What follows belongs to an exercise in optimizing a design on an open flow for small area and few clock cycles; a production flow would make more cautious choices. Only simulation tests tie the RTL to the original design; equivalence was not proved. No activity file was given, so power comes from the tool's default toggle rates.

==> flow/design.v (excerpt) <==
module bracket_quote_value_checker_core (
   input  logic        clock,
   input  logic        reset,
   input  logic        req_valid,
   output logic        req_ready,
   input  logic [7:0]  req_text_byte,
   input  logic        req_end_of_text,
   output logic        rsp_valid,
   input  logic        rsp_ready,
   output logic        rsp_has_byte,
   output logic [7:0]  rsp_value_byte,
   output logic        rsp_terminated,
   output logic [3:0]  rsp_error_code,
   output logic [15:0] rsp_error_pos,
   output logic [15:0] rsp_error_len,
   output logic        rsp_last_result,
   input  logic        csr_valid,
   output logic        csr_ready,
   input  logic        csr_at_mode
);
clock: 6.0 ns
lec_check: 0
cap_margin: 20
core_margin: 2
core_utilization: 65
cts_cluster_diameter: 100
cts_cluster_size: 36
place_density: 0.85
slew_margin: 20
synth_hierarchical: 1
standard.sh (not shown) runs the stock make flow with config.mk's settings and CLKGATE_MAP_FILE= SYNTH_SCRIPT=/design/flow/synth_recipe.tcl, a recipe that flattens the netlist after the stock synthesis.
==> flow/flow/run.sh <==
#!/bin/bash
# The standard layout, with three changes:
#  - synthesis maps the logic with an area-oriented ABC script (flow/abc_map.script) in
#    place of ORFS's abc_speed.script; everything else in synthesis, and every register,
#    is as in the standard synthesis (the scripts folder is an unchanged copy otherwise);
#  - the port buffers are the smallest plain buffer (buffer_ports otherwise picks a delay cell);
#  - clock tree synthesis adds no dummy loads.
# The make output goes to standard.log; each ORFS step keeps its own log under orfs/logs/.
set -euo pipefail
rm -rf scripts_abc
cp -r "$FLOW_HOME/scripts" scripts_abc
cp flow/abc_map.script scripts_abc/abc_speed.script
bash standard.sh \
  SCRIPTS_DIR="$PWD/scripts_abc" \
  BUFFER_PORTS_ARGS="-buffer_cell sky130_fd_sc_hd__buf_1" \
  CTS_ARGS="-sink_clustering_enable -repair_clock_nets -sink_clustering_size 36 -sink_clustering_max_diameter 100 -dont_use_dummy_load" \
  finish > standard.log 2>&1
==> flow/flow/abc_map.script <==
&get -n
&st
&dch
&nf -a
&st
&syn2
&synch2
&nf -a
&st
&dch
&nf -a
&put
topo
stime -c
Testbench counts at the start, summed over its fixed seeds: cycles 42,797.
Change:
--- a/flow/flow/run.sh
+++ b/flow/flow/run.sh
@@ -15,3 +15,3 @@
   BUFFER_PORTS_ARGS="-buffer_cell sky130_fd_sc_hd__buf_1" \
-  CTS_ARGS="-sink_clustering_enable -repair_clock_nets -sink_clustering_size 36 -sink_clustering_max_diameter 100 -dont_use_dummy_load" \
+  CTS_ARGS="-sink_clustering_enable -repair_clock_nets -sink_clustering_size 30 -sink_clustering_max_diameter 100 -dont_use_dummy_load" \
   finish > standard.log 2>&1
CORE_UTILIZATION = 70   (was 65)
CTS_CLUSTER_SIZE = 30   (was 36)
PLACE_DENSITY = 0.9   (was 0.85)
After rerunning:
- The changed run ran to the end with no violations
- synthesized area is unchanged
- power is higher by 1.6%
- worst setup slack barely changes
- cell count is lower by 2.3%
- core utilization is higher by 6.0 points
Change:
CORE_UTILIZATION = 65   (was 70)
PLACE_DENSITY = 0.85   (was 0.9)
=> Synthesized area stays the same; worst setup slack loses 0.0050 ns; clock-buffer cell count stays the same.


Another version of the RTL of bracket_quote_value_checker_core (not shown whole).
Size in the first run: roughly 340 flip-flops, about 65 I/O pins, about 15000 µm² of cells after synthesis.
clock: 6.0 ns
lec_check: 0
abc_clock_period_in_ps: 12000
cap_margin: 20
core_margin: 2
core_utilization: 55
cts_cluster_diameter: 100
cts_cluster_size: 30
place_density: 0.75
slew_margin: 20
==> flow/flow/run.sh <==
#!/bin/bash
# The standard layout, with two changes: the port buffers are the smallest plain buffer
# (buffer_ports otherwise picks a delay cell), and clock tree synthesis adds no dummy loads.
# The make output goes to standard.log; each ORFS step keeps its own log under orfs/logs/.
set -euo pipefail
bash standard.sh \
  BUFFER_PORTS_ARGS="-buffer_cell sky130_fd_sc_hd__buf_1" \
  CTS_ARGS="-sink_clustering_enable -repair_clock_nets -sink_clustering_size 30 -sink_clustering_max_diameter 100 -dont_use_dummy_load" \
  finish > standard.log 2>&1
The baseline completed with no timing, DRC or antenna violations.
Testbench counts at the start, summed over its fixed seeds: cycles 43,956.
==> next run, changes <==
ABC_AREA = 1   (was unset)
ABC_CLOCK_PERIOD_IN_PS = unset   (was 12000)
Effect:
- maximum frequency stays flat
- final cell count rises by about 27%
- non-clock buffer count goes down by 5
- utilization came out lower by 0.16 points
- critical path depth increases by 1
- power grows by 15%
- global-route usage went up by 1.7 points
- worst setup slack gains 7.2 ps
- routed wire length grows by 9.4%
==> next run, changes <==
==> flow/run.sh (new file) <==
#!/bin/bash
# synth_recipe.tcl (not shown) runs the flow's synth.tcl, then flattens the netlist and writes it again
# the make line also repeats each setting of config.mk as NAME=value (left out here)
make -C /OpenROAD-flow-scripts/flow DESIGN_CONFIG=/design/flow/config.mk WORK_HOME=/design/flow/orfs CLKGATE_MAP_FILE= SYNTH_SCRIPT=/design/flow/synth_recipe.tcl finish
ABC_AREA = unset   (was 1)
CORE_UTILIZATION = 40   (was 55)
PLACE_DENSITY = 0.6   (was 0.75)
removed: flow/flow/run.sh
removed: flow/standard.sh
The changed run produced a clean layout.
Final cell count came out lower by roughly a tenth.
Maximum frequency came out lower slightly.
Via count came out lower by roughly a tenth.
Die area came out higher by a quarter to a third.
Clock power came out higher by about a fifth.
==> next run, changes <==
CTS_CLUSTER_DIAMETER = unset   (was 100)
CTS_CLUSTER_SIZE = unset   (was 30)
Result: Utilization climbs by 2.1 points; hold slack barely changes; setup slack is better by 38 ps; count of clock-buffer cells in the layout climbs by 20; wire length climbs by 1.7%; first-iteration DRC count climbs by 8.4%.


Another version of the RTL of bracket_quote_value_checker_core (not shown whole).
Size in the first run: about 1100 cells after synthesis, about 0.016 mm^2 of cells after synthesis.
// bracket_quote_value_checker_core
module bracket_quote_value_checker_core (
   input  logic        clock,
   input  logic        reset,
   input  logic        req_valid,
   output logic        req_ready,
   input  logic [7:0]  req_text_byte,
   input  logic        req_end_of_text,
   output logic        rsp_valid,
   input  logic        rsp_ready,
   output logic        rsp_has_byte,
   output logic [7:0]  rsp_value_byte,
   output logic        rsp_terminated,
   output logic [3:0]  rsp_error_code,
   output logic [15:0] rsp_error_pos,
   output logic [15:0] rsp_error_len,
   output logic        rsp_last_result,
   input  logic        csr_valid,
   output logic        csr_ready,
   input  logic        csr_at_mode
);
   logic        bv_ff;
   logic [7:0]  bb_ff;
   logic        be_ff;
   logic        at_mode_ff;
   logic [15:0] off_ff, off_in;
   logic [15:0] qstart_ff, qstart_in;
   logic [4:0]  depth_ff, depth_in;
   logic [1:0]  quote_ff, quote_in;
   logic [2:0]  la_ff, la_in;
  ...
export LEC_CHECK = 0
export CAP_MARGIN = 0
export CORE_MARGIN = 2
export CORE_UTILIZATION = 40
export PLACE_DENSITY = 0.6
export SLEW_MARGIN = 0
create_clock -name core_clock -period 6.0 [get_ports {clock}]
run.sh (not shown) runs the stock make flow with config.mk's settings and CLKGATE_MAP_FILE= SYNTH_SCRIPT=/design/flow/synth_recipe.tcl, a recipe that flattens the netlist after the stock synthesis.
Stock flow here: none of the scripts above is used.
The first run completed without violations.
Testbench counts at the start, summed over its fixed seeds: cycles 43,956.
Then changed:
CAP_MARGIN = 20   (was 0)
CTS_BUF_LIST = sky130_fd_sc_hd__clkbuf_4   (was unset)
CTS_CLUSTER_SIZE = 30   (was unset)
SLEW_MARGIN = 20   (was 0)
This time the run finished but failed the layout checks on setup timing. Area after synthesis is unchanged. Register-to-register slack gets worse by 0.10 ns. Routed wire length increases by about 0.4%. Via count increases by about 4%. Combinational power increases by 7.6%. Clock skew increases by 0.053 ns. Hold slack hardly moves. First-iteration DRC count increases by about 1%.
Then changed:
CTS_BUF_LIST = unset   (was sky130_fd_sc_hd__clkbuf_4)
CTS_CLUSTER_SIZE = unset   (was 30)
Effect:
- The changed run passed the timing, design-rule and antenna checks
- cell count drops by 5.1%
- synthesized cell count does not change
- core utilization went down by 0.32 points
- wire length goes down by about 0.4%
- setup slack improved by 0.14 ns
- power increases by about 4.5%
- die area is unchanged
- design area drops by 0.64%
- synthesized area does not change

-- static timing again, ports no longer ideal --
No port has a modelled driver above. Below, the same layouts with a new extraction and two added sets of constraints. Step 1 (the two cells are an assumption about what drives the block):
set clk [get_ports {clock}]
set_driving_cell -lib_cell sky130_fd_sc_hd__clkbuf_16 $clk
set_driving_cell -lib_cell sky130_fd_sc_hd__buf_2 [delete_from_list [all_inputs] $clk]
Step 2 moves the port delays by t, midway between the first and last clock arrival at a register: inputs arrive t later, outputs are due t later. That takes back most of the time a late clock gives input paths. Slacks: ideal ports / drivers / drivers and shift; pairs: ideal ports / drivers.
run	t, ns	slack for setup (ns)	pins driven straight from the clock port
the first run of note 1	0.531	0.311 / 0.263 / 0.795	1
the second run of note 1	0.534	0.313 / 0.270 / 0.804	1
the third run of note 1	0.541	0.309 / 0.259 / 0.800	1
the first run of note 2	0.539	0.229 / 0.182 / 0.721	1
the second run of note 2	0.549	0.237 / 0.186 / 0.735	1
the third run of note 2	0.559	0.164 / 0.114 / 0.673	1
the fourth run of note 2	0.585	0.202 / 0.148 / 0.732	1
the first run of note 3	0.570	0.089 / 0.040 / 0.609	1
the second run of note 3	0.733	-0.048 / -0.098 / 0.635	1
the third run of note 3	0.570	0.089 / 0.040 / 0.609	1
